This design comes from an exercise in tuning for small area, a short achievable clock period and few clock cycles per item on the open sky130 flow, not from production work.
No run shown here included a check of the RTL's function; only the layout flow was run.
No activity file was given, so power comes from the tool's default toggle rates.

==> design.v <==
module tcp_synack_reply_builder (
  input  logic         clk,
  input  logic         rst,
  input  logic         in_valid,
  output logic         in_stall,
  input  logic [271:0] in_data,
  output logic         out_valid,
  input  logic         out_stall,
  output logic [256:0] out_data,
  input  logic         psel,
  input  logic         penable,
  input  logic         pwrite,
  input  logic [2:0]   paddr,
  input  logic [31:0]  pwdata,
  output logic [31:0]  prdata,
  output logic         pready
);
  function automatic logic [15:0] eac_add(input logic [15:0] x, input logic [15:0] y);
    logic [15:0] g, p, gg, pp, c;
    logic cin;
    g = x & y; p = x ^ y; gg = g; pp = p;
    for (int l = 0; l < 4; l++)
      for (int i = 0; i < 16; i++)
        if ((i >> l) & 1) begin
          gg[i] = gg[i] | (pp[i] & gg[((i >> l) << l) - 1]);
          pp[i] = pp[i] & pp[((i >> l) << l) - 1];
        end
    cin = gg[15];
    c[0] = cin;
    for (int i = 1; i < 16; i++) c[i] = gg[i-1] | (pp[i-1] & cin);
    eac_add = p ^ c;
  endfunction
  function automatic logic [15:0] eac_add0(input logic [15:0] x, input logic [15:0] y);
    logic [15:0] g, p, gg, pp, c;
    logic cin;
    g = x & y; p = x ^ y; gg = g; pp = p;
    for (int l = 0; l < 4; l++)
      for (int i = 0; i < 16; i++)
        if ((i >> l) & 1) begin
          gg[i] = gg[i] | (pp[i] & gg[((i >> l) << l) - 1]);
          pp[i] = pp[i] & pp[((i >> l) << l) - 1];
        end
    cin = gg[15] | pp[15];
    c[0] = cin;
    for (int i = 1; i < 16; i++) c[i] = gg[i-1] | (pp[i-1] & cin);
    eac_add0 = p ^ c;
  endfunction
  function automatic logic [15:0] eac_add0_ks(input logic [15:0] x, input logic [15:0] y);
    logic [15:0] p, gg, pp, g2, p2;
    p = x ^ y; gg = x & y; pp = p;
    for (int l = 0; l < 4; l++) begin
      for (int i = 0; i < 16; i++) begin
        g2[i] = gg[i] | (pp[i] & gg[(i + 16 - (1 << l)) % 16]);
        p2[i] = pp[i] & pp[(i + 16 - (1 << l)) % 16];
      end
      gg = g2; pp = p2;
    end
    for (int i = 0; i < 16; i++) eac_add0_ks[i] = p[i] ^ (gg[(i + 15) % 16] | pp[(i + 15) % 16]);
  endfunction
  logic [15:0] local_port;
  logic [15:0] server_port;
  logic        wr_en;
  assign pready = 1'b1;
  assign wr_en  = psel && penable && pwrite;
  assign prdata = {16'd0, paddr[2] ? server_port : local_port};
  always_ff @(posedge clk) begin
    if (rst) begin
      local_port  <= 16'd0;
      server_port <= 16'd80;
    end else if (wr_en) begin
      if (paddr[2]) server_port <= pwdata[15:0];
      else          local_port  <= pwdata[15:0];
    end
  end
  localparam logic [15:0] TcpK = 16'h502B;
  localparam logic [15:0] CfgWRst = 16'h507B;   
  logic [15:0] cfg_o, cfg_u, cfg_v, cfg_m, cfg_w;
  assign cfg_o = paddr[2] ? local_port : server_port;
  assign cfg_u = pwdata[15:0] ^ cfg_o ^ TcpK;
  assign cfg_m = (pwdata[15:0] & cfg_o) | (pwdata[15:0] & TcpK) | (cfg_o & TcpK);
  assign cfg_v = {cfg_m[14:0], cfg_m[15]};
  always_ff @(posedge clk) begin
    if (rst)        cfg_w <= CfgWRst;
    else if (wr_en) cfg_w <= eac_add(cfg_u, cfg_v);
  end
  logic [47:0] dmac, smac;
  logic [15:0] etype, dport;
  logic [7:0]  proto, flags;
  logic [31:0] sip, dip, seq_in, ack_in;
  assign {dmac, smac, etype, proto, sip, dip, dport, seq_in, ack_in, flags} = in_data;
  logic [15:0] sip_hi, sip_lo, dip_hi, dip_lo, ack_hi, ack_lo, seq_hi, seq_lo;
  assign {sip_hi, sip_lo} = sip;
  assign {dip_hi, dip_lo} = dip;
  assign {ack_hi, ack_lo} = ack_in;
  assign {seq_hi, seq_lo} = seq_in;
  logic match;
  assign match = (etype == 16'h0800) && (proto == 8'h06) && (dport == local_port) &&
                 (flags[5:0] == 6'h12);
  logic [31:0] ack_next;
  assign ack_next = seq_in + 32'd1;
  logic seq_wrap;
  assign seq_wrap = &seq_in;
  logic [15:0] sh_s, sh_m;
  assign sh_s[0] = sip_hi[0] ^ sip_lo[0] ^ dip_hi[0];
  assign sh_m[0] = (sip_hi[0] & sip_lo[0]) | (sip_hi[0] & dip_hi[0]) | (sip_lo[0] & dip_hi[0]);
  assign sh_s[1] = sip_hi[1] ^ sip_lo[1] ^ dip_hi[1];
  assign sh_m[1] = (sip_hi[1] & sip_lo[1]) | (sip_hi[1] & dip_hi[1]) | (sip_lo[1] & dip_hi[1]);
  assign sh_s[2] = sip_hi[2] ^ sip_lo[2] ^ dip_hi[2];
  assign sh_m[2] = (sip_hi[2] & sip_lo[2]) | (sip_hi[2] & dip_hi[2]) | (sip_lo[2] & dip_hi[2]);
  assign sh_s[3] = sip_hi[3] ^ sip_lo[3] ^ dip_hi[3];
  assign sh_m[3] = (sip_hi[3] & sip_lo[3]) | (sip_hi[3] & dip_hi[3]) | (sip_lo[3] & dip_hi[3]);
  assign sh_s[4] = sip_hi[4] ^ sip_lo[4] ^ dip_hi[4];
  assign sh_m[4] = (sip_hi[4] & sip_lo[4]) | (sip_hi[4] & dip_hi[4]) | (sip_lo[4] & dip_hi[4]);
  assign sh_s[5] = sip_hi[5] ^ sip_lo[5] ^ dip_hi[5];
  assign sh_m[5] = (sip_hi[5] & sip_lo[5]) | (sip_hi[5] & dip_hi[5]) | (sip_lo[5] & dip_hi[5]);
  assign sh_s[6] = sip_hi[6] ^ sip_lo[6] ^ dip_hi[6];
  assign sh_m[6] = (sip_hi[6] & sip_lo[6]) | (sip_hi[6] & dip_hi[6]) | (sip_lo[6] & dip_hi[6]);
  assign sh_s[7] = sip_hi[7] ^ sip_lo[7] ^ dip_hi[7];
  assign sh_m[7] = (sip_hi[7] & sip_lo[7]) | (sip_hi[7] & dip_hi[7]) | (sip_lo[7] & dip_hi[7]);
  assign sh_s[8] = sip_hi[8] ^ sip_lo[8] ^ dip_hi[8];
  assign sh_m[8] = (sip_hi[8] & sip_lo[8]) | (sip_hi[8] & dip_hi[8]) | (sip_lo[8] & dip_hi[8]);
  assign sh_s[9] = sip_hi[9] ^ sip_lo[9] ^ dip_hi[9];
  assign sh_m[9] = (sip_hi[9] & sip_lo[9]) | (sip_hi[9] & dip_hi[9]) | (sip_lo[9] & dip_hi[9]);
  assign sh_s[10] = sip_hi[10] ^ sip_lo[10] ^ dip_hi[10];
  assign sh_m[10] = (sip_hi[10] & sip_lo[10]) | (sip_hi[10] & dip_hi[10]) | (sip_lo[10] & dip_hi[10]);
  assign sh_s[11] = sip_hi[11] ^ sip_lo[11] ^ dip_hi[11];
  assign sh_m[11] = (sip_hi[11] & sip_lo[11]) | (sip_hi[11] & dip_hi[11]) | (sip_lo[11] & dip_hi[11]);
  assign sh_s[12] = sip_hi[12] ^ sip_lo[12] ^ dip_hi[12];
  assign sh_m[12] = (sip_hi[12] & sip_lo[12]) | (sip_hi[12] & dip_hi[12]) | (sip_lo[12] & dip_hi[12]);
  assign sh_s[13] = sip_hi[13] ^ sip_lo[13] ^ dip_hi[13];
  assign sh_m[13] = (sip_hi[13] & sip_lo[13]) | (sip_hi[13] & dip_hi[13]) | (sip_lo[13] & dip_hi[13]);
  assign sh_s[14] = sip_hi[14] ^ sip_lo[14] ^ dip_hi[14];
  assign sh_m[14] = (sip_hi[14] & sip_lo[14]) | (sip_hi[14] & dip_hi[14]) | (sip_lo[14] & dip_hi[14]);
  assign sh_s[15] = sip_hi[15] ^ sip_lo[15] ^ dip_hi[15];
  assign sh_m[15] = (sip_hi[15] & sip_lo[15]) | (sip_hi[15] & dip_hi[15]) | (sip_lo[15] & dip_hi[15]);
  logic ip_s1, ip_c2;
  logic ip_s3, ip_c4;
  logic ip_s5, ip_c6;
  logic ip_s7, ip_c8;
  logic ip_s9, ip_c10;
  logic ip_s11, ip_c12;
  logic ip_s13, ip_c14;
  logic ip_s15, ip_c16;
  logic ip_s17, ip_c18;
  logic ip_s19, ip_c20;
  logic ip_s21, ip_c22;
  logic ip_s23, ip_c24;
  logic ip_s25, ip_c26;
  logic ip_s27, ip_c28;
  logic ip_s29, ip_c30;
  logic ip_s31, ip_c32;
  logic ip_s33, ip_c34;
  logic ip_s35, ip_c36;
  logic ip_s37, ip_c38;
  logic ip_s39, ip_c40;
  logic ip_s41, ip_c42;
  logic ip_s43, ip_c44;
  logic ip_s45, ip_c46;
  logic ip_s47, ip_c48;
  logic ip_s49, ip_c50;
  logic ip_s51, ip_c52;
  logic ip_s53, ip_c54;
  logic ip_s55, ip_c56;
  logic ip_s57, ip_c58;
  logic ip_s59, ip_c60;
  logic ip_s61, ip_c62;
  logic ip_s63, ip_c64;
  logic tcp_s65, tcp_c66;
  logic tcp_s67, tcp_c68;
  logic tcp_s69, tcp_c70;
  logic tcp_s71, tcp_c72;
  logic tcp_s73, tcp_c74;
  logic tcp_s75, tcp_c76;
  logic tcp_s77, tcp_c78;
  logic tcp_s79, tcp_c80;
  logic tcp_s81, tcp_c82;
  logic tcp_s83, tcp_c84;
  logic tcp_s85, tcp_c86;
  logic tcp_s87, tcp_c88;
  logic tcp_s89, tcp_c90;
  logic tcp_s91, tcp_c92;
  logic tcp_s93, tcp_c94;
  logic tcp_s95, tcp_c96;
  logic tcp_s97, tcp_c98;
  logic tcp_s99, tcp_c100;
  logic tcp_s101, tcp_c102;
  logic tcp_s103, tcp_c104;
  logic tcp_s105, tcp_c106;
  logic tcp_s107, tcp_c108;
  logic tcp_s109, tcp_c110;
  logic tcp_s111, tcp_c112;
  logic tcp_s113, tcp_c114;
  logic tcp_s115, tcp_c116;
  logic tcp_s117, tcp_c118;
  logic tcp_s119, tcp_c120;
  logic tcp_s121, tcp_c122;
  logic tcp_s123, tcp_c124;
  logic tcp_s125, tcp_c126;
  logic tcp_s127, tcp_c128;
  logic tcp_s129, tcp_c130;
  logic tcp_s131, tcp_c132;
  logic tcp_s133, tcp_c134;
  logic tcp_s135, tcp_c136;
  logic tcp_s137, tcp_c138;
  logic tcp_s139, tcp_c140;
  logic tcp_s141, tcp_c142;
  logic tcp_s143, tcp_c144;
  logic tcp_s145, tcp_c146;
  logic tcp_s147, tcp_c148;
  logic tcp_s149, tcp_c150;
  logic tcp_s151, tcp_c152;
  logic tcp_s153, tcp_c154;
  logic tcp_s155, tcp_c156;
  logic tcp_s157, tcp_c158;
  logic tcp_s159, tcp_c160;
  logic tcp_s161, tcp_c162;
  logic tcp_s163, tcp_c164;
  logic tcp_s165, tcp_c166;
  logic tcp_s167, tcp_c168;
  logic tcp_s169, tcp_c170;
  logic tcp_s171, tcp_c172;
  logic tcp_s173, tcp_c174;
  logic tcp_s175, tcp_c176;
  logic tcp_s177, tcp_c178;
  logic tcp_s179, tcp_c180;
  logic tcp_s181, tcp_c182;
  logic tcp_s183, tcp_c184;
  logic tcp_s185, tcp_c186;
  logic tcp_s187, tcp_c188;
  logic tcp_s189, tcp_c190;
  logic tcp_s191, tcp_c192;
  logic tcp_s193, tcp_c194;
  logic tcp_s195, tcp_c196;
  logic tcp_s197, tcp_c198;
  logic tcp_s199, tcp_c200;
  logic tcp_s201, tcp_c202;
  logic tcp_s203, tcp_c204;
  logic tcp_s205, tcp_c206;
  logic tcp_s207, tcp_c208;
  logic tcp_s209, tcp_c210;
  logic tcp_s211, tcp_c212;
  logic tcp_s213, tcp_c214;
  logic tcp_s215, tcp_c216;
  logic tcp_s217, tcp_c218;
  logic tcp_s219, tcp_c220;
  logic tcp_s221, tcp_c222;
  logic tcp_s223, tcp_c224;
  logic tcp_s225, tcp_c226;
  logic tcp_s227, tcp_c228;
  logic tcp_s229, tcp_c230;
  logic tcp_s231, tcp_c232;
  logic tcp_s233, tcp_c234;
  logic tcp_s235, tcp_c236;
  logic tcp_s237, tcp_c238;
  logic tcp_s239, tcp_c240;
  logic tcp_s241, tcp_c242;
  logic tcp_s243, tcp_c244;
  logic tcp_s245, tcp_c246;
  logic tcp_s247, tcp_c248;
  logic tcp_s249, tcp_c250;
  logic tcp_s251, tcp_c252;
  logic tcp_s253, tcp_c254;
  logic tcp_s255, tcp_c256;
  assign ip_s1 = 1'b1 ^ dip_lo[0] ^ sh_s[0];
  assign ip_c2 = (1'b1 & dip_lo[0]) | (1'b1 & sh_s[0]) | (dip_lo[0] & sh_s[0]);
  assign ip_s3 = 1'b1 ^ dip_lo[1] ^ sh_s[1];
  assign ip_c4 = (1'b1 & dip_lo[1]) | (1'b1 & sh_s[1]) | (dip_lo[1] & sh_s[1]);
  assign ip_s5 = 1'b1 ^ dip_lo[2] ^ sh_s[2];
  assign ip_c6 = (1'b1 & dip_lo[2]) | (1'b1 & sh_s[2]) | (dip_lo[2] & sh_s[2]);
  assign ip_s7 = 1'b1 ^ dip_lo[3] ^ sh_s[3];
  assign ip_c8 = (1'b1 & dip_lo[3]) | (1'b1 & sh_s[3]) | (dip_lo[3] & sh_s[3]);
  assign ip_s9 = 1'b0 ^ dip_lo[4] ^ sh_s[4];
  assign ip_c10 = (1'b0 & dip_lo[4]) | (1'b0 & sh_s[4]) | (dip_lo[4] & sh_s[4]);
  assign ip_s11 = 1'b1 ^ dip_lo[5] ^ sh_s[5];
  assign ip_c12 = (1'b1 & dip_lo[5]) | (1'b1 & sh_s[5]) | (dip_lo[5] & sh_s[5]);
  assign ip_s13 = 1'b0 ^ dip_lo[6] ^ sh_s[6];
  assign ip_c14 = (1'b0 & dip_lo[6]) | (1'b0 & sh_s[6]) | (dip_lo[6] & sh_s[6]);
  assign ip_s15 = 1'b0 ^ dip_lo[7] ^ sh_s[7];
  assign ip_c16 = (1'b0 & dip_lo[7]) | (1'b0 & sh_s[7]) | (dip_lo[7] & sh_s[7]);
  assign ip_s17 = 1'b0 ^ dip_lo[8] ^ sh_s[8];
  assign ip_c18 = (1'b0 & dip_lo[8]) | (1'b0 & sh_s[8]) | (dip_lo[8] & sh_s[8]);
  assign ip_s19 = 1'b0 ^ dip_lo[9] ^ sh_s[9];
  assign ip_c20 = (1'b0 & dip_lo[9]) | (1'b0 & sh_s[9]) | (dip_lo[9] & sh_s[9]);
  assign ip_s21 = 1'b1 ^ dip_lo[10] ^ sh_s[10];
  assign ip_c22 = (1'b1 & dip_lo[10]) | (1'b1 & sh_s[10]) | (dip_lo[10] & sh_s[10]);
  assign ip_s23 = 1'b0 ^ dip_lo[11] ^ sh_s[11];
  assign ip_c24 = (1'b0 & dip_lo[11]) | (1'b0 & sh_s[11]) | (dip_lo[11] & sh_s[11]);
  assign ip_s25 = 1'b0 ^ dip_lo[12] ^ sh_s[12];
  assign ip_c26 = (1'b0 & dip_lo[12]) | (1'b0 & sh_s[12]) | (dip_lo[12] & sh_s[12]);
  assign ip_s27 = 1'b0 ^ dip_lo[13] ^ sh_s[13];
  assign ip_c28 = (1'b0 & dip_lo[13]) | (1'b0 & sh_s[13]) | (dip_lo[13] & sh_s[13]);
  assign ip_s29 = 1'b1 ^ dip_lo[14] ^ sh_s[14];
  assign ip_c30 = (1'b1 & dip_lo[14]) | (1'b1 & sh_s[14]) | (dip_lo[14] & sh_s[14]);
  assign ip_s31 = 1'b0 ^ dip_lo[15] ^ sh_s[15];
  assign ip_c32 = (1'b0 & dip_lo[15]) | (1'b0 & sh_s[15]) | (dip_lo[15] & sh_s[15]);
  assign ip_s33 = sh_m[15] ^ ip_s1 ^ ip_c32;
  assign ip_c34 = (sh_m[15] & ip_s1) | (sh_m[15] & ip_c32) | (ip_s1 & ip_c32);
  assign ip_s35 = sh_m[0] ^ ip_c2 ^ ip_s3;
  assign ip_c36 = (sh_m[0] & ip_c2) | (sh_m[0] & ip_s3) | (ip_c2 & ip_s3);
  assign ip_s37 = sh_m[1] ^ ip_c4 ^ ip_s5;
  assign ip_c38 = (sh_m[1] & ip_c4) | (sh_m[1] & ip_s5) | (ip_c4 & ip_s5);
  assign ip_s39 = sh_m[2] ^ ip_c6 ^ ip_s7;
  assign ip_c40 = (sh_m[2] & ip_c6) | (sh_m[2] & ip_s7) | (ip_c6 & ip_s7);
  assign ip_s41 = sh_m[3] ^ ip_c8 ^ ip_s9;
  assign ip_c42 = (sh_m[3] & ip_c8) | (sh_m[3] & ip_s9) | (ip_c8 & ip_s9);
  assign ip_s43 = sh_m[4] ^ ip_c10 ^ ip_s11;
  assign ip_c44 = (sh_m[4] & ip_c10) | (sh_m[4] & ip_s11) | (ip_c10 & ip_s11);
  assign ip_s45 = sh_m[5] ^ ip_c12 ^ ip_s13;
  assign ip_c46 = (sh_m[5] & ip_c12) | (sh_m[5] & ip_s13) | (ip_c12 & ip_s13);
  assign ip_s47 = sh_m[6] ^ ip_c14 ^ ip_s15;
  assign ip_c48 = (sh_m[6] & ip_c14) | (sh_m[6] & ip_s15) | (ip_c14 & ip_s15);
  assign ip_s49 = sh_m[7] ^ ip_c16 ^ ip_s17;
  assign ip_c50 = (sh_m[7] & ip_c16) | (sh_m[7] & ip_s17) | (ip_c16 & ip_s17);
  assign ip_s51 = sh_m[8] ^ ip_c18 ^ ip_s19;
  assign ip_c52 = (sh_m[8] & ip_c18) | (sh_m[8] & ip_s19) | (ip_c18 & ip_s19);
  assign ip_s53 = sh_m[9] ^ ip_c20 ^ ip_s21;
  assign ip_c54 = (sh_m[9] & ip_c20) | (sh_m[9] & ip_s21) | (ip_c20 & ip_s21);
  assign ip_s55 = sh_m[10] ^ ip_c22 ^ ip_s23;
  assign ip_c56 = (sh_m[10] & ip_c22) | (sh_m[10] & ip_s23) | (ip_c22 & ip_s23);
  assign ip_s57 = sh_m[11] ^ ip_c24 ^ ip_s25;
  assign ip_c58 = (sh_m[11] & ip_c24) | (sh_m[11] & ip_s25) | (ip_c24 & ip_s25);
  assign ip_s59 = sh_m[12] ^ ip_c26 ^ ip_s27;
  assign ip_c60 = (sh_m[12] & ip_c26) | (sh_m[12] & ip_s27) | (ip_c26 & ip_s27);
  assign ip_s61 = sh_m[13] ^ ip_c28 ^ ip_s29;
  assign ip_c62 = (sh_m[13] & ip_c28) | (sh_m[13] & ip_s29) | (ip_c28 & ip_s29);
  assign ip_s63 = sh_m[14] ^ ip_c30 ^ ip_s31;
  assign ip_c64 = (sh_m[14] & ip_c30) | (sh_m[14] & ip_s31) | (ip_c30 & ip_s31);
  assign tcp_s65 = cfg_w[0] ^ dip_lo[0] ^ ack_hi[0];
  assign tcp_c66 = (cfg_w[0] & dip_lo[0]) | (cfg_w[0] & ack_hi[0]) | (dip_lo[0] & ack_hi[0]);
  assign tcp_s67 = ack_lo[0] ^ seq_hi[0] ^ seq_lo[0];
  assign tcp_c68 = (ack_lo[0] & seq_hi[0]) | (ack_lo[0] & seq_lo[0]) | (seq_hi[0] & seq_lo[0]);
  assign tcp_s69 = cfg_w[1] ^ dip_lo[1] ^ ack_hi[1];
  assign tcp_c70 = (cfg_w[1] & dip_lo[1]) | (cfg_w[1] & ack_hi[1]) | (dip_lo[1] & ack_hi[1]);
  assign tcp_s71 = ack_lo[1] ^ seq_hi[1] ^ seq_lo[1];
  assign tcp_c72 = (ack_lo[1] & seq_hi[1]) | (ack_lo[1] & seq_lo[1]) | (seq_hi[1] & seq_lo[1]);
  assign tcp_s73 = cfg_w[2] ^ dip_lo[2] ^ ack_hi[2];
  assign tcp_c74 = (cfg_w[2] & dip_lo[2]) | (cfg_w[2] & ack_hi[2]) | (dip_lo[2] & ack_hi[2]);
  assign tcp_s75 = ack_lo[2] ^ seq_hi[2] ^ seq_lo[2];
  assign tcp_c76 = (ack_lo[2] & seq_hi[2]) | (ack_lo[2] & seq_lo[2]) | (seq_hi[2] & seq_lo[2]);
  assign tcp_s77 = cfg_w[3] ^ dip_lo[3] ^ ack_hi[3];
  assign tcp_c78 = (cfg_w[3] & dip_lo[3]) | (cfg_w[3] & ack_hi[3]) | (dip_lo[3] & ack_hi[3]);
  assign tcp_s79 = ack_lo[3] ^ seq_hi[3] ^ seq_lo[3];
  assign tcp_c80 = (ack_lo[3] & seq_hi[3]) | (ack_lo[3] & seq_lo[3]) | (seq_hi[3] & seq_lo[3]);
  assign tcp_s81 = cfg_w[4] ^ dip_lo[4] ^ ack_hi[4];
  assign tcp_c82 = (cfg_w[4] & dip_lo[4]) | (cfg_w[4] & ack_hi[4]) | (dip_lo[4] & ack_hi[4]);
  assign tcp_s83 = ack_lo[4] ^ seq_hi[4] ^ seq_lo[4];
  assign tcp_c84 = (ack_lo[4] & seq_hi[4]) | (ack_lo[4] & seq_lo[4]) | (seq_hi[4] & seq_lo[4]);
  assign tcp_s85 = cfg_w[5] ^ dip_lo[5] ^ ack_hi[5];
  assign tcp_c86 = (cfg_w[5] & dip_lo[5]) | (cfg_w[5] & ack_hi[5]) | (dip_lo[5] & ack_hi[5]);
  assign tcp_s87 = ack_lo[5] ^ seq_hi[5] ^ seq_lo[5];
  assign tcp_c88 = (ack_lo[5] & seq_hi[5]) | (ack_lo[5] & seq_lo[5]) | (seq_hi[5] & seq_lo[5]);
  assign tcp_s89 = cfg_w[6] ^ dip_lo[6] ^ ack_hi[6];
  assign tcp_c90 = (cfg_w[6] & dip_lo[6]) | (cfg_w[6] & ack_hi[6]) | (dip_lo[6] & ack_hi[6]);
  assign tcp_s91 = ack_lo[6] ^ seq_hi[6] ^ seq_lo[6];
  assign tcp_c92 = (ack_lo[6] & seq_hi[6]) | (ack_lo[6] & seq_lo[6]) | (seq_hi[6] & seq_lo[6]);
  assign tcp_s93 = cfg_w[7] ^ dip_lo[7] ^ ack_hi[7];
  assign tcp_c94 = (cfg_w[7] & dip_lo[7]) | (cfg_w[7] & ack_hi[7]) | (dip_lo[7] & ack_hi[7]);
  assign tcp_s95 = ack_lo[7] ^ seq_hi[7] ^ seq_lo[7];
  assign tcp_c96 = (ack_lo[7] & seq_hi[7]) | (ack_lo[7] & seq_lo[7]) | (seq_hi[7] & seq_lo[7]);
  assign tcp_s97 = cfg_w[8] ^ dip_lo[8] ^ ack_hi[8];
  assign tcp_c98 = (cfg_w[8] & dip_lo[8]) | (cfg_w[8] & ack_hi[8]) | (dip_lo[8] & ack_hi[8]);
  assign tcp_s99 = ack_lo[8] ^ seq_hi[8] ^ seq_lo[8];
  assign tcp_c100 = (ack_lo[8] & seq_hi[8]) | (ack_lo[8] & seq_lo[8]) | (seq_hi[8] & seq_lo[8]);
  assign tcp_s101 = cfg_w[9] ^ dip_lo[9] ^ ack_hi[9];
  assign tcp_c102 = (cfg_w[9] & dip_lo[9]) | (cfg_w[9] & ack_hi[9]) | (dip_lo[9] & ack_hi[9]);
  assign tcp_s103 = ack_lo[9] ^ seq_hi[9] ^ seq_lo[9];
  assign tcp_c104 = (ack_lo[9] & seq_hi[9]) | (ack_lo[9] & seq_lo[9]) | (seq_hi[9] & seq_lo[9]);
  assign tcp_s105 = cfg_w[10] ^ dip_lo[10] ^ ack_hi[10];
  assign tcp_c106 = (cfg_w[10] & dip_lo[10]) | (cfg_w[10] & ack_hi[10]) | (dip_lo[10] & ack_hi[10]);
  assign tcp_s107 = ack_lo[10] ^ seq_hi[10] ^ seq_lo[10];
  assign tcp_c108 = (ack_lo[10] & seq_hi[10]) | (ack_lo[10] & seq_lo[10]) | (seq_hi[10] & seq_lo[10]);
  assign tcp_s109 = cfg_w[11] ^ dip_lo[11] ^ ack_hi[11];
  assign tcp_c110 = (cfg_w[11] & dip_lo[11]) | (cfg_w[11] & ack_hi[11]) | (dip_lo[11] & ack_hi[11]);
  assign tcp_s111 = ack_lo[11] ^ seq_hi[11] ^ seq_lo[11];
  assign tcp_c112 = (ack_lo[11] & seq_hi[11]) | (ack_lo[11] & seq_lo[11]) | (seq_hi[11] & seq_lo[11]);
  assign tcp_s113 = cfg_w[12] ^ dip_lo[12] ^ ack_hi[12];
  assign tcp_c114 = (cfg_w[12] & dip_lo[12]) | (cfg_w[12] & ack_hi[12]) | (dip_lo[12] & ack_hi[12]);
  assign tcp_s115 = ack_lo[12] ^ seq_hi[12] ^ seq_lo[12];
  assign tcp_c116 = (ack_lo[12] & seq_hi[12]) | (ack_lo[12] & seq_lo[12]) | (seq_hi[12] & seq_lo[12]);
  assign tcp_s117 = cfg_w[13] ^ dip_lo[13] ^ ack_hi[13];
  assign tcp_c118 = (cfg_w[13] & dip_lo[13]) | (cfg_w[13] & ack_hi[13]) | (dip_lo[13] & ack_hi[13]);
  assign tcp_s119 = ack_lo[13] ^ seq_hi[13] ^ seq_lo[13];
  assign tcp_c120 = (ack_lo[13] & seq_hi[13]) | (ack_lo[13] & seq_lo[13]) | (seq_hi[13] & seq_lo[13]);
  assign tcp_s121 = cfg_w[14] ^ dip_lo[14] ^ ack_hi[14];
  assign tcp_c122 = (cfg_w[14] & dip_lo[14]) | (cfg_w[14] & ack_hi[14]) | (dip_lo[14] & ack_hi[14]);
  assign tcp_s123 = ack_lo[14] ^ seq_hi[14] ^ seq_lo[14];
  assign tcp_c124 = (ack_lo[14] & seq_hi[14]) | (ack_lo[14] & seq_lo[14]) | (seq_hi[14] & seq_lo[14]);
  assign tcp_s125 = cfg_w[15] ^ dip_lo[15] ^ ack_hi[15];
  assign tcp_c126 = (cfg_w[15] & dip_lo[15]) | (cfg_w[15] & ack_hi[15]) | (dip_lo[15] & ack_hi[15]);
  assign tcp_s127 = ack_lo[15] ^ seq_hi[15] ^ seq_lo[15];
  assign tcp_c128 = (ack_lo[15] & seq_hi[15]) | (ack_lo[15] & seq_lo[15]) | (seq_hi[15] & seq_lo[15]);
  assign tcp_s129 = sh_s[0] ^ sh_m[15] ^ tcp_s65;
  assign tcp_c130 = (sh_s[0] & sh_m[15]) | (sh_s[0] & tcp_s65) | (sh_m[15] & tcp_s65);
  assign tcp_s131 = tcp_s67 ^ tcp_c126 ^ tcp_c128;
  assign tcp_c132 = (tcp_s67 & tcp_c126) | (tcp_s67 & tcp_c128) | (tcp_c126 & tcp_c128);
  assign tcp_s133 = sh_s[1] ^ sh_m[0] ^ tcp_c66;
  assign tcp_c134 = (sh_s[1] & sh_m[0]) | (sh_s[1] & tcp_c66) | (sh_m[0] & tcp_c66);
  assign tcp_s135 = tcp_c68 ^ tcp_s69 ^ tcp_s71;
  assign tcp_c136 = (tcp_c68 & tcp_s69) | (tcp_c68 & tcp_s71) | (tcp_s69 & tcp_s71);
  assign tcp_s137 = sh_s[2] ^ sh_m[1] ^ tcp_c70;
  assign tcp_c138 = (sh_s[2] & sh_m[1]) | (sh_s[2] & tcp_c70) | (sh_m[1] & tcp_c70);
  assign tcp_s139 = tcp_c72 ^ tcp_s73 ^ tcp_s75;
  assign tcp_c140 = (tcp_c72 & tcp_s73) | (tcp_c72 & tcp_s75) | (tcp_s73 & tcp_s75);
  assign tcp_s141 = sh_s[3] ^ sh_m[2] ^ tcp_c74;
  assign tcp_c142 = (sh_s[3] & sh_m[2]) | (sh_s[3] & tcp_c74) | (sh_m[2] & tcp_c74);
  assign tcp_s143 = tcp_c76 ^ tcp_s77 ^ tcp_s79;
  assign tcp_c144 = (tcp_c76 & tcp_s77) | (tcp_c76 & tcp_s79) | (tcp_s77 & tcp_s79);
  assign tcp_s145 = sh_s[4] ^ sh_m[3] ^ tcp_c78;
  assign tcp_c146 = (sh_s[4] & sh_m[3]) | (sh_s[4] & tcp_c78) | (sh_m[3] & tcp_c78);
  assign tcp_s147 = tcp_c80 ^ tcp_s81 ^ tcp_s83;
  assign tcp_c148 = (tcp_c80 & tcp_s81) | (tcp_c80 & tcp_s83) | (tcp_s81 & tcp_s83);
  assign tcp_s149 = sh_s[5] ^ sh_m[4] ^ tcp_c82;
  assign tcp_c150 = (sh_s[5] & sh_m[4]) | (sh_s[5] & tcp_c82) | (sh_m[4] & tcp_c82);
  assign tcp_s151 = tcp_c84 ^ tcp_s85 ^ tcp_s87;
  assign tcp_c152 = (tcp_c84 & tcp_s85) | (tcp_c84 & tcp_s87) | (tcp_s85 & tcp_s87);
  assign tcp_s153 = sh_s[6] ^ sh_m[5] ^ tcp_c86;
  assign tcp_c154 = (sh_s[6] & sh_m[5]) | (sh_s[6] & tcp_c86) | (sh_m[5] & tcp_c86);
  assign tcp_s155 = tcp_c88 ^ tcp_s89 ^ tcp_s91;
  assign tcp_c156 = (tcp_c88 & tcp_s89) | (tcp_c88 & tcp_s91) | (tcp_s89 & tcp_s91);
  assign tcp_s157 = sh_s[7] ^ sh_m[6] ^ tcp_c90;
  assign tcp_c158 = (sh_s[7] & sh_m[6]) | (sh_s[7] & tcp_c90) | (sh_m[6] & tcp_c90);
  assign tcp_s159 = tcp_c92 ^ tcp_s93 ^ tcp_s95;
  assign tcp_c160 = (tcp_c92 & tcp_s93) | (tcp_c92 & tcp_s95) | (tcp_s93 & tcp_s95);
  assign tcp_s161 = sh_s[8] ^ sh_m[7] ^ tcp_c94;
  assign tcp_c162 = (sh_s[8] & sh_m[7]) | (sh_s[8] & tcp_c94) | (sh_m[7] & tcp_c94);
  assign tcp_s163 = tcp_c96 ^ tcp_s97 ^ tcp_s99;
  assign tcp_c164 = (tcp_c96 & tcp_s97) | (tcp_c96 & tcp_s99) | (tcp_s97 & tcp_s99);
  assign tcp_s165 = sh_s[9] ^ sh_m[8] ^ tcp_c98;
  assign tcp_c166 = (sh_s[9] & sh_m[8]) | (sh_s[9] & tcp_c98) | (sh_m[8] & tcp_c98);
  assign tcp_s167 = tcp_c100 ^ tcp_s101 ^ tcp_s103;
  assign tcp_c168 = (tcp_c100 & tcp_s101) | (tcp_c100 & tcp_s103) | (tcp_s101 & tcp_s103);
  assign tcp_s169 = sh_s[10] ^ sh_m[9] ^ tcp_c102;
  assign tcp_c170 = (sh_s[10] & sh_m[9]) | (sh_s[10] & tcp_c102) | (sh_m[9] & tcp_c102);
  assign tcp_s171 = tcp_c104 ^ tcp_s105 ^ tcp_s107;
  assign tcp_c172 = (tcp_c104 & tcp_s105) | (tcp_c104 & tcp_s107) | (tcp_s105 & tcp_s107);
  assign tcp_s173 = sh_s[11] ^ sh_m[10] ^ tcp_c106;
  assign tcp_c174 = (sh_s[11] & sh_m[10]) | (sh_s[11] & tcp_c106) | (sh_m[10] & tcp_c106);
  assign tcp_s175 = tcp_c108 ^ tcp_s109 ^ tcp_s111;
  assign tcp_c176 = (tcp_c108 & tcp_s109) | (tcp_c108 & tcp_s111) | (tcp_s109 & tcp_s111);
  assign tcp_s177 = sh_s[12] ^ sh_m[11] ^ tcp_c110;
  assign tcp_c178 = (sh_s[12] & sh_m[11]) | (sh_s[12] & tcp_c110) | (sh_m[11] & tcp_c110);
  assign tcp_s179 = tcp_c112 ^ tcp_s113 ^ tcp_s115;
  assign tcp_c180 = (tcp_c112 & tcp_s113) | (tcp_c112 & tcp_s115) | (tcp_s113 & tcp_s115);
  assign tcp_s181 = sh_s[13] ^ sh_m[12] ^ tcp_c114;
  assign tcp_c182 = (sh_s[13] & sh_m[12]) | (sh_s[13] & tcp_c114) | (sh_m[12] & tcp_c114);
  assign tcp_s183 = tcp_c116 ^ tcp_s117 ^ tcp_s119;
  assign tcp_c184 = (tcp_c116 & tcp_s117) | (tcp_c116 & tcp_s119) | (tcp_s117 & tcp_s119);
  assign tcp_s185 = sh_s[14] ^ sh_m[13] ^ tcp_c118;
  assign tcp_c186 = (sh_s[14] & sh_m[13]) | (sh_s[14] & tcp_c118) | (sh_m[13] & tcp_c118);
  assign tcp_s187 = tcp_c120 ^ tcp_s121 ^ tcp_s123;
  assign tcp_c188 = (tcp_c120 & tcp_s121) | (tcp_c120 & tcp_s123) | (tcp_s121 & tcp_s123);
  assign tcp_s189 = sh_s[15] ^ sh_m[14] ^ tcp_c122;
  assign tcp_c190 = (sh_s[15] & sh_m[14]) | (sh_s[15] & tcp_c122) | (sh_m[14] & tcp_c122);
  assign tcp_s191 = tcp_c124 ^ tcp_s125 ^ tcp_s127;
  assign tcp_c192 = (tcp_c124 & tcp_s125) | (tcp_c124 & tcp_s127) | (tcp_s125 & tcp_s127);
  assign tcp_s193 = tcp_s129 ^ tcp_s131 ^ tcp_c190;
  assign tcp_c194 = (tcp_s129 & tcp_s131) | (tcp_s129 & tcp_c190) | (tcp_s131 & tcp_c190);
  assign tcp_s195 = tcp_c130 ^ tcp_c132 ^ tcp_s133;
  assign tcp_c196 = (tcp_c130 & tcp_c132) | (tcp_c130 & tcp_s133) | (tcp_c132 & tcp_s133);
  assign tcp_s197 = tcp_c134 ^ tcp_c136 ^ tcp_s137;
  assign tcp_c198 = (tcp_c134 & tcp_c136) | (tcp_c134 & tcp_s137) | (tcp_c136 & tcp_s137);
  assign tcp_s199 = tcp_c138 ^ tcp_c140 ^ tcp_s141;
  assign tcp_c200 = (tcp_c138 & tcp_c140) | (tcp_c138 & tcp_s141) | (tcp_c140 & tcp_s141);
  assign tcp_s201 = tcp_c142 ^ tcp_c144 ^ tcp_s145;
  assign tcp_c202 = (tcp_c142 & tcp_c144) | (tcp_c142 & tcp_s145) | (tcp_c144 & tcp_s145);
  assign tcp_s203 = tcp_c146 ^ tcp_c148 ^ tcp_s149;
  assign tcp_c204 = (tcp_c146 & tcp_c148) | (tcp_c146 & tcp_s149) | (tcp_c148 & tcp_s149);
  assign tcp_s205 = tcp_c150 ^ tcp_c152 ^ tcp_s153;
  assign tcp_c206 = (tcp_c150 & tcp_c152) | (tcp_c150 & tcp_s153) | (tcp_c152 & tcp_s153);
  assign tcp_s207 = tcp_c154 ^ tcp_c156 ^ tcp_s157;
  assign tcp_c208 = (tcp_c154 & tcp_c156) | (tcp_c154 & tcp_s157) | (tcp_c156 & tcp_s157);
  assign tcp_s209 = tcp_c158 ^ tcp_c160 ^ tcp_s161;
  assign tcp_c210 = (tcp_c158 & tcp_c160) | (tcp_c158 & tcp_s161) | (tcp_c160 & tcp_s161);
  assign tcp_s211 = tcp_c162 ^ tcp_c164 ^ tcp_s165;
  assign tcp_c212 = (tcp_c162 & tcp_c164) | (tcp_c162 & tcp_s165) | (tcp_c164 & tcp_s165);
  assign tcp_s213 = tcp_c166 ^ tcp_c168 ^ tcp_s169;
  assign tcp_c214 = (tcp_c166 & tcp_c168) | (tcp_c166 & tcp_s169) | (tcp_c168 & tcp_s169);
  assign tcp_s215 = tcp_c170 ^ tcp_c172 ^ tcp_s173;
  assign tcp_c216 = (tcp_c170 & tcp_c172) | (tcp_c170 & tcp_s173) | (tcp_c172 & tcp_s173);
  assign tcp_s217 = tcp_c174 ^ tcp_c176 ^ tcp_s177;
  assign tcp_c218 = (tcp_c174 & tcp_c176) | (tcp_c174 & tcp_s177) | (tcp_c176 & tcp_s177);
  assign tcp_s219 = tcp_c178 ^ tcp_c180 ^ tcp_s181;
  assign tcp_c220 = (tcp_c178 & tcp_c180) | (tcp_c178 & tcp_s181) | (tcp_c180 & tcp_s181);
  assign tcp_s221 = tcp_c182 ^ tcp_c184 ^ tcp_s185;
  assign tcp_c222 = (tcp_c182 & tcp_c184) | (tcp_c182 & tcp_s185) | (tcp_c184 & tcp_s185);
  assign tcp_s223 = tcp_c186 ^ tcp_c188 ^ tcp_s189;
  assign tcp_c224 = (tcp_c186 & tcp_c188) | (tcp_c186 & tcp_s189) | (tcp_c188 & tcp_s189);
  assign tcp_s225 = tcp_c192 ^ tcp_s193 ^ tcp_c224;
  assign tcp_c226 = (tcp_c192 & tcp_s193) | (tcp_c192 & tcp_c224) | (tcp_s193 & tcp_c224);
  assign tcp_s227 = tcp_s135 ^ tcp_c194 ^ tcp_s195;
  assign tcp_c228 = (tcp_s135 & tcp_c194) | (tcp_s135 & tcp_s195) | (tcp_c194 & tcp_s195);
  assign tcp_s229 = tcp_s139 ^ tcp_c196 ^ tcp_s197;
  assign tcp_c230 = (tcp_s139 & tcp_c196) | (tcp_s139 & tcp_s197) | (tcp_c196 & tcp_s197);
  assign tcp_s231 = tcp_s143 ^ tcp_c198 ^ tcp_s199;
  assign tcp_c232 = (tcp_s143 & tcp_c198) | (tcp_s143 & tcp_s199) | (tcp_c198 & tcp_s199);
  assign tcp_s233 = tcp_s147 ^ tcp_c200 ^ tcp_s201;
  assign tcp_c234 = (tcp_s147 & tcp_c200) | (tcp_s147 & tcp_s201) | (tcp_c200 & tcp_s201);
  assign tcp_s235 = tcp_s151 ^ tcp_c202 ^ tcp_s203;
  assign tcp_c236 = (tcp_s151 & tcp_c202) | (tcp_s151 & tcp_s203) | (tcp_c202 & tcp_s203);
  assign tcp_s237 = tcp_s155 ^ tcp_c204 ^ tcp_s205;
  assign tcp_c238 = (tcp_s155 & tcp_c204) | (tcp_s155 & tcp_s205) | (tcp_c204 & tcp_s205);
  assign tcp_s239 = tcp_s159 ^ tcp_c206 ^ tcp_s207;
  assign tcp_c240 = (tcp_s159 & tcp_c206) | (tcp_s159 & tcp_s207) | (tcp_c206 & tcp_s207);
  assign tcp_s241 = tcp_s163 ^ tcp_c208 ^ tcp_s209;
  assign tcp_c242 = (tcp_s163 & tcp_c208) | (tcp_s163 & tcp_s209) | (tcp_c208 & tcp_s209);
  assign tcp_s243 = tcp_s167 ^ tcp_c210 ^ tcp_s211;
  assign tcp_c244 = (tcp_s167 & tcp_c210) | (tcp_s167 & tcp_s211) | (tcp_c210 & tcp_s211);
  assign tcp_s245 = tcp_s171 ^ tcp_c212 ^ tcp_s213;
  assign tcp_c246 = (tcp_s171 & tcp_c212) | (tcp_s171 & tcp_s213) | (tcp_c212 & tcp_s213);
  assign tcp_s247 = tcp_s175 ^ tcp_c214 ^ tcp_s215;
  assign tcp_c248 = (tcp_s175 & tcp_c214) | (tcp_s175 & tcp_s215) | (tcp_c214 & tcp_s215);
  assign tcp_s249 = tcp_s179 ^ tcp_c216 ^ tcp_s217;
  assign tcp_c250 = (tcp_s179 & tcp_c216) | (tcp_s179 & tcp_s217) | (tcp_c216 & tcp_s217);
  assign tcp_s251 = tcp_s183 ^ tcp_c218 ^ tcp_s219;
  assign tcp_c252 = (tcp_s183 & tcp_c218) | (tcp_s183 & tcp_s219) | (tcp_c218 & tcp_s219);
  assign tcp_s253 = tcp_s187 ^ tcp_c220 ^ tcp_s221;
  assign tcp_c254 = (tcp_s187 & tcp_c220) | (tcp_s187 & tcp_s221) | (tcp_c220 & tcp_s221);
  assign tcp_s255 = tcp_s191 ^ tcp_c222 ^ tcp_s223;
  assign tcp_c256 = (tcp_s191 & tcp_c222) | (tcp_s191 & tcp_s223) | (tcp_c222 & tcp_s223);
  logic [15:0] ip_a, ip_b, tcp_a, tcp_b;
  assign ip_a = {ip_c62, ip_c60, ip_c58, ip_c56, ip_c54, ip_c52, ip_c50, ip_c48, ip_c46, ip_c44, ip_c42, ip_c40, ip_c38, ip_c36, ip_c34, ip_s33};
  assign ip_b = {ip_s63, ip_s61, ip_s59, ip_s57, ip_s55, ip_s53, ip_s51, ip_s49, ip_s47, ip_s45, ip_s43, ip_s41, ip_s39, ip_s37, ip_s35, ip_c64};
  assign tcp_a = {tcp_c254, tcp_c252, tcp_c250, tcp_c248, tcp_c246, tcp_c244, tcp_c242, tcp_c240, tcp_c238, tcp_c236, tcp_c234, tcp_c232, tcp_c230, tcp_c228, tcp_c226, tcp_s225};
  assign tcp_b = {tcp_s255, tcp_s253, tcp_s251, tcp_s249, tcp_s247, tcp_s245, tcp_s243, tcp_s241, tcp_s239, tcp_s237, tcp_s235, tcp_s233, tcp_s231, tcp_s229, tcp_s227, tcp_c256};
  localparam int W = 1 + 48 + 48 + 32 + 32 + 32 + 32 + 64 + 1;
  logic         ld;
  logic [W-1:0] nxt, q;
  assign ld       = !out_valid || !out_stall;
  assign in_stall = !ld;
  assign nxt = {1'b1, smac, dmac, dip, sip, ack_in, ack_next, ~ip_a, ~ip_b, ~tcp_a, ~tcp_b, seq_wrap};
  always_ff @(posedge clk) begin
    if (rst)     out_valid <= 1'b0;
    else if (ld) out_valid <= in_valid;
  end
  logic ld_m;
  assign ld_m = ld && match;
  always_ff @(posedge clk) begin
    q <= (nxt & {W{ld_m}}) | (q & {W{!ld}});
  end
  logic        q_send;
  logic [47:0] q_dmac, q_smac;
  logic [31:0] q_sip, q_dip, q_seq, q_ack;
  logic [15:0] q_ipx, q_ipy, q_tcpx, q_tcpy;
  logic        q_wrap;
  assign {q_send, q_dmac, q_smac, q_sip, q_dip, q_seq, q_ack, q_ipx, q_ipy, q_tcpx, q_tcpy, q_wrap} = q;
  logic [15:0] tcp_hs, tcp_hc, tcp_hcr;
  assign tcp_hs = q_tcpx ^ q_tcpy ^ {15'd0, q_wrap};
  assign tcp_hc = (q_tcpx & q_tcpy) | ({15'd0, q_wrap} & (q_tcpx ^ q_tcpy));
  assign tcp_hcr = {tcp_hc[14:0], tcp_hc[15]};
  assign out_data = {q_send, q_dmac, q_smac, q_sip, q_dip, eac_add0_ks(q_ipx, q_ipy),
                     q_seq, q_ack, eac_add0_ks(tcp_hs, tcp_hcr)};
endmodule
==> flow/run.sh <==
#!/bin/bash
# Standard ORFS layout (the standard.sh), with the port buffers that
# buffer_ports inserts made sky130_fd_sc_hd__buf_1 instead of its default pick.
set -uo pipefail
bash standard.sh BUFFER_PORTS_ARGS="-buffer_cell sky130_fd_sc_hd__buf_1" finish > standard_make.log 2>&1
status=$?
tail -50 standard_make.log
exit $status
==> standard.sh <==
#!/bin/bash
# synth_recipe.tcl (not shown) runs the flow's synth.tcl, then flattens the netlist and writes it again
# the make line also repeats each setting of config.mk as NAME=value (left out here)
make -C /OpenROAD-flow-scripts/flow DESIGN_CONFIG=/design/flow/config.mk WORK_HOME=/design/flow/orfs CLKGATE_MAP_FILE= SYNTH_SCRIPT=/design/flow/synth_recipe.tcl "${@:-finish}"
==> config.mk <==
export PLATFORM = sky130hd
export DESIGN_NAME = tcp_synack_reply_builder
export DESIGN_NICKNAME = tcp_synack_reply_builder
export VERILOG_FILES = /design/flow/design.v
export SDC_FILE = /design/flow/constraint.sdc
export NUM_CORES = 4
export LEC_CHECK = 0
export ABC_AREA = 1
export CAP_MARGIN = 20
export CORE_MARGIN = 2
export CORE_UTILIZATION = 40
export SETUP_SLACK_MARGIN = 4.3
export SLEW_MARGIN = 20
==> constraint.sdc <==
create_clock -name core_clock -period 8.0 [get_ports {clk}]
set_input_delay 1.6000 -clock core_clock [delete_from_list [all_inputs] [get_ports {clk}]]
set_output_delay 1.6000 -clock core_clock [all_outputs]
set_load 0.01 [all_outputs]
==> results of run 1 <==
-- cells in the mapped netlist --
master	count	area, um^2
conb_1	2	7.51
or2_2	12	75.1
fa_1	106	2120
buf_4	247	1850
nor4_1	10	62.6
nor2_1	170	638
o21ai_1	1	5.00
clkbuf_1	66	248
o21ai_0	198	991
nand2_2	5	31.3
buf_1	5	18.8
o21bai_1	2	15.0
ha_1	117	1460
a21oi_1	82	410
nand4_1	19	119
nand2_1	717	2690
o22ai_1	2	12.5
inv_1	390	1460
buf_6	10	113
a31oi_1	16	100
nand3b_1	4	30.0
edfxtp_1	1	30.0
buf_2	7	35.0
o21ai_2	90	788
nor3b_1	5	37.5
a21boi_0	1	7.51
o2111ai_1	1	8.76
inv_2	7	26.3
a21o_1	17	128
a211oi_1	1	7.51
xor2_1	70	613
clkinv_1	2	7.51
dfxtp_1	338	6770
nor3_1	38	190
o21a_1	1	7.51
nor2_4	1	11.3
nand3_1	183	916
xnor2_1	16	140
-- final timing paths --
| kind | startpoint | to |
|---|---|---|
| min reg2reg | q[268] | q[268] |
| max reg2reg | local_port[1] | cfg_w[0] |
| min | q[268] | q[268] |
| max | q[0] | out_data[11] |
-- worst register-to-register path, stage by stage, from the launching register on --
cell and delay [ns]:
dfxtp_1 0.41, inv_1 0.14, nand2_1 0.08, o21ai_1 0.07, ha_1 0.29, inv_2 0.05, ha_4 0.27, nand2_1 0.05
nand2_1 0.09, nand2_1 0.07, nand2_2 0.11, nand2_1 0.08, nand2_2 0.11, nand2_1 0.10, nand2_4 0.09, fa_2 0.43
nand2_1 0.09, nand3_1 0.09
-- final cells by class --
class	instances	area (um^2)	share of cell area
Tap cell	748	936	0.0338
Timing Repair Buffer	685	3270	0.118
Sequential cell	339	6840	0.247
Clock inverter	15	196	0.00709
Inverter	399	1680	0.0607
Multi-Input combinational cell	1905	13600	0.489
Clock buffer	58	1200	0.0434
Timing Repair inverter	3	26.3	0.000948
-- flip-flops by register name (all words and copies together) (netlist names), named ones only --
| register | count |
|---|---|
| local_port | 16 |
| cfg_w | 16 |
| server_port | 16 |
| out_valid | 1 |
| q | 289 |
-- logic make-up after synthesis --
kind of cell	after synthesis	share of synthesized area
flops	339	0.306
buf+inv	734	0.170
simple gates	1164	0.216
fa+ha+maj	223	0.162
compound gates	412	0.112
other cells	2	0.000338
xor+xnor	86	0.0339
-- stage by stage --
step	setup slack (ns)	power [mW]	hold WS (ns)	area (um^2)	utilization
after floorplan	3.96	2.36	0.427	22900	-
after global placement	2.99	2.66	0.436	23700	0.432
after detailed placement	2.98	2.67	0.437	23700	0.432
after CTS	3.63	4.66	0.452	27000	0.491
after global routing	3.51	4.87	0.463	27700	0.504
final	3.64	4.64	0.450	27700	0.504
-- timing repair --
| item | in CTS | in global routing |
|---|---|---|
| pin swaps | 94 | 79 |
| cloned | 7 | 1 |
| endpoints found under the setup margin | 143 | 197 |
| setup buffers | 86 | 20 |
| gates resized for setup | 320 | 127 |
-- routing by layer --
metal	vias to the layer above	track usage	wire, um
li1	9913	-	-
met2	678	0.433	37800
met1	9530	0.348	33600
met4	0	0.0754	2060
met3	128	0.0315	4340
met5	-	0	0
-- power by group --
group	switching [mW]	total, mW	internal (mW)
sequential	0.00846	1.71	1.70
combinational	0.583	0.976	0.393
clock	0.776	1.96	1.18
total	1.37	4.64	3.27
==> notes.md, run 1 <==
- Max Cap Viol: 0
- Peak Freq: 229 MHz
- Syn Inst Count: 2960
- Post-CTS Hold Fix Bufs: 0
- Clock skew after layout: 0.0208 ns
- Root buf cell: clkbuf_16
- Mapped Area: 22200 um^2
- Post-DP HPWL: 57300 um
- Port Buffers: 568
- Sequential share of the synthesized area: 0.306
- CTS buffer count: 41
- Fin Setup TNS: 0 ns
- Worst-path cell chain: fa_2 > ha_4 > nand2_4 > nor2_4 > inv_2 > nor4_4 > nor2_1 > nand2_1 > xor2_2 > buf_2
- Crit path depth: 10
- Area growth from synthesis to layout: 24.9%
- Diode count: 0
- Critical-path top delay cell: fa_2
- Placer Congestion: 0.932
- Fin. max-slew vios: 0
- # DRC: 0
- Yosys cell types: 38
- First-pass GRT wire length: 113000 um
- CP endpoint kind: output port
- Die width: 240 um
- Commonest cells after routing, fill and taps aside: nand2_1 (671), buf_1 (503), inv_1 (333), dfxtp_1 (309), nand3_1 (180)
- Final setup vio count: 0
- I/O Pins: 606
- Die ar.: 57400 um^2
- H-tree Lvls: 2
- LEAKAGE: 12.7 nW
- Initial core utilization: 0.404
- WHS Path Cells: 2
- Outcome: no timing/DRC/antenna violations
- Max VDD drop: 0.123 mV
- Worst reg2reg setup slack: 5.22 ns
- Avg Inst Size Synth: 7.50 um^2
- Buf+Inv Stages, Crit Path: 2
- Clock Latency Late Sink: 0.57 ns
- Max-slew headroom: 0.260
- Most common cell after layout, fill and taps aside: nand2_1
- Via count: 20249
- Detailed-route wire length per cell: 18.7 um
- Hold crit path type: reg -> reg
- Pre-Repair DR Iteration Count: 5
- Vias/cell: 4.88
- YS warnings: 1
- RSZ-0062 raised after global routing: true
- Final ANT Viol Nets: 0
- Vias in the first global route: 19110
- Final Hold Fails: 0
- Layout Cells excl Fill: 4152
- Worst reg2reg path depth: 17
- Clk sinks: 339
- Reg clk slew, reported paths: 0.06 ns
- Tcrit/Tclk final: 0.545
- PD cells: 167 nW/um^2
- CTS tree: yes
- CP peak stage delay: 0.50 ns
- CTS max path bufs: 3
- Filler Cell Count: 5431
- Antenna violations before repair: 0
- DIE HEIGHT: 240 um
- Total GRT Usage: 0.258
- Tightest Pin Transition: 1.11 ns
- GRT overflow: 0
- Core area: 55000 um^2
- Worst setup SP type: flop
- Placed Cells: 3965
- FP Rows: 86
- Post-Route WL: 77700 um
- Largest net degree at the start of global routing: 99
- Crit path DAT: 2.76 ns
- Crit path kind: reg -> out
- Crit path time final: 4.36 ns
- Register bit total from synthesis: 339
- Worst-path fanout max: 5
- Worst Path Required: 6.40 ns
- Fin nets: 3911
- 1st-iter DRT viols: 1448
- Layout cell share with drive strength beyond 1: 0.204
- Top delay family on crit path: adder cells
==> run 2, diff against run 1 <==
==> flow/run.sh (replaced) <==
#!/bin/bash
# Standard ORFS layout (the standard.sh), with the port buffers that
# buffer_ports inserts made sky130_fd_sc_hd__buf_1 instead of its default pick.
set -uo pipefail
bash standard.sh BUFFER_PORTS_ARGS="-buffer_cell sky130_fd_sc_hd__buf_1" ADDER_MAP_FILE= finish > standard_make.log 2>&1
status=$?
tail -50 standard_make.log
exit $status
==> run 2 against run 1 <==
Against the previous run: clock skew is 0.0025 ns higher; register-to-register slack improved by 0.02 ns; still clean; global-route usage rose by 1.3 points; final area is 1.7% higher; count of clock-buffer cells in the layout increased by 1; routed wire length grew 7.6%; die area is 1.8% higher; via count rose by 16%; sequential power hardly changed.
==> notes.md, run 2 <==
- Max FFs per register: 289 (unchanged)
- Max Cap Viol: 0 (unchanged)
- Port Buffers: 568 (unchanged)
- Yosys top cell area share: 0.299 (was 0.305)
- CP endpoint kind: output port (unchanged)
- Sequential share of the synthesized area: 0.301 (was 0.306)
- Syn Inst Count: 3578 (was 2960)
- Outcome: no timing/DRC/antenna violations (unchanged)
- # DRC: 0 (unchanged)
- Final setup vio count: 0 (unchanged)
- Commonest cells after routing, fill and taps aside: nand2_1 (1023), buf_1 (516), inv_1 (356), dfxtp_1 (278), o21ai_0 (248) (was nand2_1 (671), buf_1 (503), inv_1 (333), dfxtp_1 (309), nand3_1 (180))
- 1st-iter DRT viols: 1447 (was 1448)
- Fin nets: 4356 (was 3911)
- Ranking of synthesized cells by area: dfxtp_1 (30%), nand2_1 (19%), buf_4 (8.0%), inv_1 (7.6%), o21ai_0 (6.6%) (was dfxtp_1 (30%), nand2_1 (12%), fa_1 (9.6%), buf_4 (8.4%), ha_1 (6.6%))
- Fin Setup TNS: 0 ns (unchanged)
- Number of synthesized flops with an enable pin: 1 (unchanged)
- YS warnings: 1 (unchanged)
- Post-DP HPWL: 62200 um (was 57300 um)
- Mapped Area: 22600 um^2 (was 22200 um^2)
- Pre-Repair DR Iteration Count: 7 (was 5)
- Reg clk slew, reported paths: 0.06 ns (about the same)
- Commonest cells post-synth: nand2_1 (1122), inv_1 (455), dfxtp_1 (338), o21ai_0 (300), nor2_1 (255) (was nand2_1 (717), inv_1 (390), dfxtp_1 (338), buf_4 (247), o21ai_0 (198))
- First-pass GRT wire length: 125000 um (was 113000 um)
- CTS max path bufs: 3 (unchanged)
- Total GRT Usage: 0.271 (was 0.258)
- Crit path time final: 4.15 ns (was 4.36 ns)
- H-tree Lvls: 2 (unchanged)
- Leading area contributor after synthesis: dfxtp_1 (unchanged)
- Buf+Inv Stages, Crit Path: 3 (was 2)
- Most frequent cell after synthesis: nand2_1 (unchanged)
- CP peak stage delay: 0.37 ns (was 0.50 ns)
- Clk sinks: 339 (unchanged)
- Avg Inst Size Synth: 6.32 um^2 (was 7.50 um^2)
- Clock skew after layout: 0.0233 ns (was 0.0208 ns)
- FP Rows: 87 (was 86)
- Yosys cell types: 47 (was 38)
- Critical-path top delay cell: dfxtp_4 (was fa_2)
- Main synth FF type: dfxtp_1 (unchanged)
- Final ANT Viol Nets: 0 (unchanged)
- Worst-path fanout max: 4 (was 5)
- Filler Cell Count: 5808 (was 5431)
- LEAKAGE: 13.6 nW (was 12.7 nW)
- Worst setup SP type: flop (unchanged)
- GRT overflow: 0 (unchanged)
- Largest net degree at the start of global routing: 101 (was 99)
- Max-slew headroom: 0.276 (was 0.260)
- DIE HEIGHT: 242 um (was 240 um)
- Crit path DAT: 2.55 ns (was 2.76 ns)
- PD cells: 162 nW/um^2 (was 167 nW/um^2)
- Post-place instance area: 23700 um^2 (about the same)
- Crit path kind: reg -> out (unchanged)
- Top delay family on crit path: simple AND/OR/NAND/NOR gates (was adder cells)
- Detailed-route wire length per cell: 17.3 um (was 18.7 um)
- Most common cell after layout, fill and taps aside: nand2_1 (unchanged)
- Peak Freq: 241 MHz (was 229 MHz)
- Tcrit/Tclk final: 0.519 (was 0.545)
- Vias/cell: 4.88 (about the same)
- Tightest Pin Transition: 1.09 ns (was 1.11 ns)
- Worst Path Required: 6.40 ns (about the same)
- RSZ-0062 raised after global routing: true (unchanged)
- Post-Route WL: 83600 um (was 77700 um)
- Max VDD drop: 0.143 mV (was 0.123 mV)
- Core area: 56200 um^2 (was 55000 um^2)
- Via count: 23583 (was 20249)
- Die ar.: 58400 um^2 (was 57400 um^2)
- Area growth from synthesis to layout: 24.7% (was 24.9%)
- Fin. max-slew vios: 0 (unchanged)
- Placer Congestion: 0.954 (was 0.932)
- Root buf cell: clkbuf_16 (unchanged)
- Hold crit path type: reg -> reg (unchanged)
- Register bit total from synthesis: 339 (unchanged)
- I/O Pins: 606 (unchanged)
- Final Hold Fails: 0 (unchanged)
- Vias in the first global route: 21779 (was 19110)
- Largest Register: q (unchanged)
- Clock Latency Late Sink: 0.58 ns (was 0.57 ns)
- CTS tree: yes (unchanged)
- Layout cell share with drive strength beyond 1: 0.200 (was 0.204)
- Worst-path cell chain: nand2_4 > inv_2 > o21ai_1 > nand2_2 > nor3_4 > inv_2 > nor2_4 > nand2_2 > nor2_2 > nor2_1 > nand2_1 > xor2_1 > buf_2 (was fa_2 > ha_4 > nand2_4 > nor2_4 > inv_2 > nor4_4 > nor2_1 > nand2_1 > xor2_2 > buf_2)
- CTS buffer count: 42 (was 41)
- Design Area, Final: 28200 um^2 (was 27700 um^2)
- Ys async rst share: 0 (unchanged)
- Die width: 242 um (was 240 um)
- Antenna violations before repair: 18 (was 0)
- Initial core utilization: 0.402 (was 0.404)
## run 2: cell types whose count changed in the layout (fill, tap and decap cells not counted), sizes merged, moves of 14 or more
| cell | change |
|---|---|
| a21oi | +42 |
| nor2 | +92 |
| inv | +66 |
| a22o | +97 |
| nand2 | +444 |
| xor2 | +50 |
| or2 | +14 |
| buf | +38 |
| ha | -117 |
| fa | -106 |
| o21ai | +18 |
## run 2: repair_timing
action	in CTS	in global routing
resized for setup	454	243
gates cloned	9	1
hold buffers	0	0
endpoints found under the setup margin	256	292
pin swaps	129	123
buffers inserted	101	36
## run 2: power by group
part	switching [mW]	total (mW)	internal [mW]
combinational	0.605	0.904	0.299
sequential	0.0106	1.71	1.69
clock	0.795	1.96	1.17
total	1.41	4.57	3.16
## run 2: cells by family (layout without fill, tap and decap cells)
family	after synthesis	count (layout)	synth area share
xor gates and xnor gates	149	149	0.0577
buffers and inverters	785	1260	0.173
adders and majority gates	1	1	0.000443
DFF	339	339	0.301
and+or+nand+nor	1738	1739	0.322
other	2	24	0.000332
AOI/OAI and AO/OA	564	564	0.146
## run 2: per-layer routing
metal	track usage	share of wire	vias to the layer above
met3	0.0560	0.076	135
li1	-	-	12023
met2	0.466	0.48	751
met4	0.0750	0.026	24
met1	0.343	0.42	10650
met5	0	0.0019	-
## run 2: area by class of cell
class / count / area, um^2 / share of cell area
Sequential cell: 339 / 6910 / 0.245
Timing Repair Buffer: 721 / 3580 / 0.127
Inverter: 464 / 1790 / 0.0636
Tap cell: 756 / 946 / 0.0336
Clock inverter: 12 / 155 / 0.00551
Multi-Input combinational cell: 2470 / 13500 / 0.480
Clock buffer: 59 / 1240 / 0.0439
Timing Repair inverter: 4 / 35.0 / 0.00124
Antenna cell: 7 / 17.5 / 0.000622
## run 2: path summary, 6_finish.rpt
kind	start	to	slack, ns	cells after the start
worst max register to register	out_valid	q[46]	5.24	7
worst max-delay path	q[32]	out_data[11]	3.85	13
worst min register to register	q[111]	q[111]	0.45	2
worst min-delay path	q[111]	q[111]	0.45	2
## run 2: metrics by stage
step	std cells	worst slack [ns]	util	hold WS, ns	total power, mW
final	4832	3.85	0.502	0.451	4.57
after detailed placement	4607	3.38	0.422	0.440	2.60
after CTS	4788	3.85	0.483	0.453	4.60
after global routing	4827	3.65	0.502	0.474	4.80
after floorplan	3593	4.29	-	0.427	2.36
after global placement	4607	3.38	0.422	0.437	2.59
## run 2: worst register-to-register path, delay by kind of cell, from the launching register on
family | cells | cell delay [ns]
buffers and inverters | 4 | 1.82
flip-flops | 1 | 0.49
AND/OR/NAND/NOR | 2 | 0.28
AO/OA/AOI/OAI | 1 | 0.12

==> re-timing with driven ports <==
In the flow no input, the clock included, has a driving cell. The finished layouts below were timed again as built, in two steps. Step 1 assumes that a clkbuf_16 drives the clock port and a buf_2 every other input. Step 2 also shifts input and output timing later by t, the mid clock arrival at the registers, as if the neighbouring blocks saw the same clock. a / b / c = ideal / step 1 / step 2; a / b = the first two.
run | shift t [ns] | slack for setup (ns) | hold WS [ns] | worst setup path after step 2 | slew at the worst register clock pin (ns)
run 1 | 0.620 | 3.640 / 3.580 / 3.730 | 0.450 / 0.450 / 0.450 | input to register | 0.06 / 0.06
run 2 | 0.627 | 3.849 / 3.787 / 3.838 | 0.451 / 0.451 / 0.451 | input to register | 0.06 / 0.06
After both steps every run listed still meets setup and hold. The setup slack of run 2, which loses most, moves by -0.062 ns with the drivers and by -0.011 ns with both steps.
